Context: an optimization exercise on an open-source flow, tuned for small area and a short achievable clock period. The choices shown serve that exercise and are no tape-out recipe. In this exercise RTL edits were held to simulation tests only and were not proved equivalent to the original. Power is estimated from default activity; no workload was simulated.

== build 21 ==
==> flow/design.v <==
`default_nettype none
package prefetch_pkg;
	localparam int ADDR_WIDTH = 32;
	localparam int LINE_WIDTH = 256;
	localparam int GRACE_WIDTH = 8;
	localparam int HIT_COUNT_WIDTH = 16;
	localparam int NUM_SLOTS = 4;
	typedef logic [ADDR_WIDTH-1:0] addr_t;
	typedef logic [LINE_WIDTH-1:0] line_t;
	typedef logic [$clog2(NUM_SLOTS)-1:0] slot_idx_t;
	typedef logic [GRACE_WIDTH-1:0] grace_t;
	typedef logic [HIT_COUNT_WIDTH-1:0] hit_count_t;
	localparam grace_t GRACE_DEFAULT = 8'd20;
	typedef struct packed {
		addr_t address;
		logic read;
		logic write;
		line_t wdata;
	} l2_req_t;
	typedef struct packed {
		line_t rdata;
		logic resp;
	} l2_rsp_t;
	typedef struct packed {
		addr_t address;
		logic read;
		logic write;
		line_t wdata;
	} mem_req_t;
	typedef struct packed {
		line_t rdata;
		logic resp;
	} mem_rsp_t;
	typedef struct packed {
		logic enable;
		grace_t grace_limit;
	} cfg_t;
	typedef enum logic [2:0] {
		idle,
		prefetch,
		check_hit,
		pass_through,
		hit_reply
	} engine_state_t;
endpackage
`default_nettype wire
`timescale 1ns/1ps
`default_nettype none
module prefetcher
(
	input wire clk,
	input wire prefetch_counter_reset,
	input wire [31:0] orb,
	input wire [31:0] l2_req_address,
	input wire l2_req_read,
	input wire l2_req_write,
	input wire [255:0] l2_req_wdata,
	output wire [255:0] l2_rsp_rdata,
	output wire l2_rsp_resp,
	output wire [31:0] mem_req_address,
	output wire mem_req_read,
	output wire mem_req_write,
	output wire [255:0] mem_req_wdata,
	input wire [255:0] mem_rsp_rdata,
	input wire mem_rsp_resp,
	input wire cfg_write,
	input wire cfg_wdata_enable,
	input wire [7:0] cfg_wdata_grace_limit,
	output wire cfg_enable,
	output wire [7:0] cfg_grace_limit,
	output wire [15:0] hit_count
);
	localparam int NS = 4;
	wire rst = prefetch_counter_reset;
	logic st_idle, st_pf, st_ch, st_pt, st_hr;
	logic [7:0] grace;
	logic [31:0] slot_address [0:NS-1];
	logic [255:0] slot_data [0:NS-1];
	logic [NS-1:0] slot_valid;
	logic [NS-1:0] slot_ready;
	logic [NS-1:0] wp;           
	logic [NS-1:0] l2_match;     
	logic [NS-1:0] pf_sel;       
	logic cfg_en;
	logic [7:0] cfg_gl;
	logic [15:0] hcnt;
	wire l2_active = l2_req_read | l2_req_write;
	wire resp = mem_rsp_resp;
	logic within_grace;
	always_comb
	begin
		logic gt, eq;
		gt = 1'b0;
		eq = 1'b1;
		for (int i = 7; i >= 0; i--)
		begin
			gt = gt | (eq & grace[i] & ~cfg_gl[i]);
			eq = eq & ~(grace[i] ^ cfg_gl[i]);
		end
		within_grace = ~gt;
	end
	logic [NS-1:0] orb_match;
	logic [NS-1:0] l2_match_d;
	always_comb
	begin
		for (int i = 0; i < NS; i++)
		begin
			orb_match[i] = slot_valid[i] && (slot_address[i] == orb);
			l2_match_d[i] = slot_valid[i] && (slot_address[i] == l2_req_address);
		end
	end
	wire hint_present = |orb_match;
	logic [NS-1:0] ld_try;
	wire [NS-1:0] load_en = ld_try & {NS{~l2_active & ~hint_present}};
	wire load_hint = |load_en;
	wire [NS-1:0] load_ptr = {wp[NS-2:0], wp[NS-1]};
	wire fill_pending = |(wp & slot_valid & ~slot_ready);
	wire fill = st_pf & resp;
	wire [NS-1:0] hit_ready_v = l2_match & slot_ready;
	wire hit_ready = |hit_ready_v;
	wire abandon = l2_active & within_grace;
	wire idle_n = (st_idle & ~l2_active & ~load_hint & ~fill_pending)
		| (st_pf & ~abandon & resp)
		| (st_pt & resp)
		| st_hr;
	wire pf_n = (st_idle & ~l2_active & (load_hint | fill_pending))
		| (st_pf & ~abandon & ~resp);
	wire ch_n = (st_idle | (st_pf & within_grace)) & l2_active;
	wire pt_n = (st_ch & ~(hit_ready & l2_req_read)) | (st_pt & ~resp);
	wire hr_n = st_ch & hit_ready & l2_req_read;
	wire [NS-1:0] wp_n = load_hint ? load_ptr : wp;
	always_ff @(posedge clk)
	begin
		if (rst)
		begin
			st_idle <= 1'b1;
			st_pf <= 1'b0;
			st_ch <= 1'b0;
			st_pt <= 1'b0;
			st_hr <= 1'b0;
			pf_sel <= '0;
			ld_try <= '0;
		end
		else
		begin
			st_idle <= idle_n;
			st_pf <= pf_n;
			st_ch <= ch_n;
			st_pt <= pt_n;
			st_hr <= hr_n;
			pf_sel <= pf_n ? wp_n : '0;
			ld_try <= (idle_n & (cfg_write ? cfg_wdata_enable : cfg_en))
				? {wp_n[NS-2:0], wp_n[NS-1]} : '0;
		end
	end
	logic [7:0] grace_carry;
	always_comb
	begin
		for (int i = 0; i < 8; i++)
			grace_carry[i] = &(grace | (8'hff << i));
	end
	always_ff @(posedge clk)
	begin
		if (rst || !st_pf)
			grace <= '0;
		else if (!(&grace))
			grace <= grace ^ grace_carry;
	end
	always_ff @(posedge clk)
	begin
		l2_match <= l2_match_d;
	end
	always_ff @(posedge clk)
	begin
		if (rst)
		begin
			slot_valid <= '0;
			slot_ready <= '0;
			wp <= 4'b0001;
		end
		else
		begin
			wp <= wp_n;
			for (int i = 0; i < NS; i++)
			begin
				if (load_en[i])
				begin
					slot_valid[i] <= 1'b1;
					slot_ready[i] <= 1'b0;
				end
				if (fill && wp[i])
					slot_ready[i] <= 1'b1;
				if (st_ch && l2_req_write && hit_ready_v[i])
					slot_ready[i] <= 1'b0;
			end
		end
	end
	always_ff @(posedge clk)
	begin
		for (int i = 0; i < NS; i++)
		begin
			if (load_en[i])
				slot_address[i] <= orb;
			if (fill && wp[i])
				slot_data[i] <= mem_rsp_rdata;
		end
	end
	always_ff @(posedge clk)
	begin
		if (rst)
		begin
			cfg_en <= 1'b0;
			cfg_gl <= 8'd20;
		end
		else if (cfg_write)
		begin
			cfg_en <= cfg_wdata_enable;
			cfg_gl <= cfg_wdata_grace_limit;
		end
	end
	logic [15:0] hcnt_carry;
	always_comb
	begin
		for (int i = 0; i < 16; i++)
			hcnt_carry[i] = &(hcnt | (16'hffff << i));
	end
	always_ff @(posedge clk)
	begin
		if (rst)
			hcnt <= '0;
		else if (st_hr && !(&hcnt))
			hcnt <= hcnt ^ hcnt_carry;
	end
	localparam int NG = 8;
	localparam int NG_BITS = 256 / NG;
	function automatic logic and4(input logic a, input logic b, input logic c, input logic d,
		input int k);
		case (k % 8)
			0: and4 = ((a & b) & c) & d;
			1: and4 = ((a & b) & d) & c;
			2: and4 = ((a & c) & b) & d;
			3: and4 = ((a & c) & d) & b;
			4: and4 = ((a & d) & b) & c;
			5: and4 = ((b & c) & a) & d;
			6: and4 = (a & b) & (c & d);
			default: and4 = (a & c) & (b & d);
		endcase
	endfunction
	logic [NS-1:0] hsel [0:NG-1];    
	logic [NG-1:0] msel;             
	always_ff @(posedge clk)
	begin
		for (int g = 0; g < NG; g++)
		begin
			logic [NS-1:0] h;
			for (int i = 0; i < NS; i++)
				h[i] = and4(st_ch, l2_req_read, l2_match[i], slot_ready[i], g);
			hsel[g] <= h;
			msel[g] <= ~|h;
		end
	end
	logic [255:0] rdata_n012;
	logic [31:0] maddr_n012;
	for (genvar g = 0; g < NG; g++)
	begin : g_rpick
		prefetcher_pick3n #(.W(NG_BITS)) pick_i
		(
			.sel(hsel[g][2:0]),
			.d0(slot_data[0][g*NG_BITS +: NG_BITS]),
			.d1(slot_data[1][g*NG_BITS +: NG_BITS]),
			.d2(slot_data[2][g*NG_BITS +: NG_BITS]),
			.y_n(rdata_n012[g*NG_BITS +: NG_BITS])
		);
	end
	prefetcher_pick3n #(.W(32)) apick_i
	(
		.sel(pf_sel[2:0]),
		.d0(slot_address[0]),
		.d1(slot_address[1]),
		.d2(slot_address[2]),
		.y_n(maddr_n012)
	);
	logic [255:0] rdata;
	logic [31:0] maddr;
	always_comb
	begin
		for (int g = 0; g < NG; g++)
			rdata[g*NG_BITS +: NG_BITS] = ~rdata_n012[g*NG_BITS +: NG_BITS]
				| ({NG_BITS{hsel[g][3]}} & slot_data[3][g*NG_BITS +: NG_BITS])
				| ({NG_BITS{msel[g]}} & mem_rsp_rdata[g*NG_BITS +: NG_BITS]);
		maddr = ~maddr_n012 | ({32{pf_sel[3]}} & slot_address[3])
			| ({32{st_pt}} & l2_req_address);
	end
	assign l2_rsp_rdata = rdata;
	assign l2_rsp_resp = (st_pt & resp) | st_hr;
	assign mem_req_address = maddr;
	assign mem_req_read = st_pf | (st_pt & l2_req_read);
	assign mem_req_write = st_pt & l2_req_write;
	assign mem_req_wdata = l2_req_wdata;
	assign cfg_enable = cfg_en;
	assign cfg_grace_limit = cfg_gl;
	assign hit_count = hcnt;
endmodule
module prefetcher_pick3n #(parameter int W = 16)
(
	input wire [2:0] sel,
	input wire [W-1:0] d0,
	input wire [W-1:0] d1,
	input wire [W-1:0] d2,
	output wire [W-1:0] y_n
);
	assign y_n = ~(({W{sel[0]}} & d0) | ({W{sel[1]}} & d1) | ({W{sel[2]}} & d2));
endmodule
`default_nettype wire
export LEC_CHECK = 0
export CAP_MARGIN = 20
export CORE_AREA = 5 5 395 395
export CTS_BUF_LIST = sky130_fd_sc_hd__clkbuf_16
export CTS_CLUSTER_DIAMETER = 100
export CTS_CLUSTER_SIZE = 24
export DIE_AREA = 0 0 400 400
export PLACE_DENSITY = 0.8
export SETUP_SLACK_MARGIN = 2.7
export SLEW_MARGIN = 20
export SYNTH_HIERARCHICAL = 1
export SYNTH_MINIMUM_KEEP_SIZE = 0
create_clock -name core_clock -period 5.8 [get_ports {clk}]
standard.sh (not shown) runs the stock make flow with config.mk's settings and CLKGATE_MAP_FILE= SYNTH_SCRIPT=/design/flow/synth_recipe.tcl, a recipe that flattens the netlist after the stock synthesis.
==> flow/flow/run.sh <==
#!/bin/bash
# Standard ORFS layout, with plain buffers on the ports instead of the delay
# cells that buffer_ports picks by default. Each ORFS step writes its own log
# under orfs/logs; make's own output goes to make.log.
set -euo pipefail
export BUFFER_PORTS_ARGS="-buffer_cell sky130_fd_sc_hd__buf_1"
export DONT_USE_CELLS="sky130_fd_sc_hd__clkdlybuf4s15_1 sky130_fd_sc_hd__clkdlybuf4s15_2 sky130_fd_sc_hd__clkdlybuf4s18_1 sky130_fd_sc_hd__clkdlybuf4s18_2 sky130_fd_sc_hd__clkdlybuf4s25_1 sky130_fd_sc_hd__clkdlybuf4s25_2 sky130_fd_sc_hd__clkdlybuf4s50_1 sky130_fd_sc_hd__clkdlybuf4s50_2 sky130_fd_sc_hd__dlygate4sd1_1 sky130_fd_sc_hd__dlygate4sd2_1 sky130_fd_sc_hd__dlygate4sd3_1 sky130_fd_sc_hd__dlymetal6s2s_1 sky130_fd_sc_hd__dlymetal6s4s_1 sky130_fd_sc_hd__dlymetal6s6s_1"
bash standard.sh > make.log 2>&1
## Diff of input files: build 84 against build 21
# build 21
export LEC_CHECK = 0
export CAP_MARGIN = 20
export CORE_AREA = 5 5 395 395
export CTS_BUF_LIST = sky130_fd_sc_hd__clkbuf_16
export CTS_CLUSTER_DIAMETER = 100
export CTS_CLUSTER_SIZE = 24
export DIE_AREA = 0 0 400 400
export PLACE_DENSITY = 0.8
export SETUP_SLACK_MARGIN = 2.7
export SLEW_MARGIN = 20
export SYNTH_HIERARCHICAL = 1
export SYNTH_MINIMUM_KEEP_SIZE = 0
create_clock -name core_clock -period 5.8 [get_ports {clk}]
# build 84
export LEC_CHECK = 0
export CAP_MARGIN = 20
export CORE_AREA = 5 5 395 395
export CTS_BUF_LIST = sky130_fd_sc_hd__clkbuf_16
export CTS_CLUSTER_DIAMETER = 100
export CTS_CLUSTER_SIZE = 24
export DIE_AREA = 0 0 400 400
export GPL_ROUTABILITY_DRIVEN = 0
export PLACE_DENSITY = 0.45
export SETUP_SLACK_MARGIN = 2.5
export SLEW_MARGIN = 20
export SYNTH_HIERARCHICAL = 1
export SYNTH_MINIMUM_KEEP_SIZE = 0
create_clock -name core_clock -period 5.8 [get_ports {clk}]
[summary]
Build 84 completed end to end with timing, DRC and antenna clean.
Comparing build 84 with build 21, the highest cell delay on the worst timing path came out essentially unchanged.
Design area, build 21 and build 84: smaller value in build 84
Summary of the comparison: proportion of layout cells with a drive suffix above 1 is lower in build 84, relative to build 21.
NOTE: leakage power summed over all cells in build 84 falls short of that of build 21
Compared with build 21, build 84 shows a count of buffers added by post-CTS timing repair for setup that is 72 lower.
Comparing build 21 and build 84, the lower cell depth of the worst flop-to-flop path was measured on build 84.
In the tables for build 21 and build 84, worst setup slack reads lower with build 21.
Comparing post-layout minimum cycle time for build 21 and build 84, the smaller number came from build 84.
Count of fill cells added during filler insertion (build 84 vs. build 21) increases by a few percent
Here is what was changed in the inputs of build 71 compared with build 84.
# build 84
export LEC_CHECK = 0
export CAP_MARGIN = 20
export CORE_AREA = 5 5 395 395
export CTS_BUF_LIST = sky130_fd_sc_hd__clkbuf_16
export CTS_CLUSTER_DIAMETER = 100
export CTS_CLUSTER_SIZE = 24
export DIE_AREA = 0 0 400 400
export GPL_ROUTABILITY_DRIVEN = 0
export PLACE_DENSITY = 0.45
export SETUP_SLACK_MARGIN = 2.5
export SLEW_MARGIN = 20
export SYNTH_HIERARCHICAL = 1
export SYNTH_MINIMUM_KEEP_SIZE = 0
create_clock -name core_clock -period 5.8 [get_ports {clk}]
# build 71
export LEC_CHECK = 0
export CAP_MARGIN = 20
export CORE_AREA = 5 5 395 395
export CTS_BUF_LIST = sky130_fd_sc_hd__clkbuf_16
export CTS_CLUSTER_DIAMETER = 100
export CTS_CLUSTER_SIZE = 24
export DIE_AREA = 0 0 400 400
export PLACE_DENSITY = 0.9
export SETUP_SLACK_MARGIN = 2.5
export SLEW_MARGIN = 20
export SYNTH_HIERARCHICAL = 1
export SYNTH_MINIMUM_KEEP_SIZE = 0
create_clock -name core_clock -period 5.8 [get_ports {clk}]
### Flow results
Build 71: flow completed, timing, DRC and antenna clean. Between build 84 and build 71, layout overhead on the synthesized area increased. Between build 84 and build 71, the final clock period utilization by the worst path does not differ in any meaningful way. The insertion delay of the later-clocked pin in the worst-skew pair on build 71 is in line with that on build 84. Compared build 84 against build 71; number of buffers added on ports within noise. Build 71 vs build 84 — via count climbed by a few percent. Between build 84 and build 71, the cell area after placement does not differ in any meaningful way. Measured against each other, build 71 and build 84 differ in post-route worst hold slack, the lower figure coming from build 71. [build 71 vs build 84] sequential share of cell area: lower in build 71.

what the ideal ports hide:
In the flow no input, the clock included, has a driving cell. The finished layouts below were timed again as built, in two steps.
Step 1 (the two cells are an assumption about what drives the block):
set clk [get_ports {clk}]
set_driving_cell -lib_cell sky130_fd_sc_hd__clkbuf_16 $clk
set_driving_cell -lib_cell sky130_fd_sc_hd__buf_2 [delete_from_list [all_inputs] $clk]
Step 2 also shifts input and output timing later by t, the mid clock arrival at the registers, as if the neighbouring blocks saw the same clock.
Three values: ideal ports, drivers, drivers and shift; two values: the first two.
run | shift t [ns] | setup WS [ns] | hold slack, ns | worst setup path after step 2 | worst data-port slew with drivers (ns)
build 21 | 0.759 | 2.482 / 2.413 / 1.937 | 0.497 / 0.497 / 0.497 | input to register | 0.31
build 84 | 0.766 | 2.534 / 2.456 / 1.780 | 0.492 / 0.492 / 0.492 | input to register | 0.36
build 71 | 0.736 | 2.542 / 2.442 / 1.896 | 0.489 / 0.489 / 0.489 | input to register | 0.39
After both steps every run listed still meets setup and hold. For build 84, which loses most, drivers alone change the setup slack by -0.078 ns; drivers and shift together by -0.754 ns.
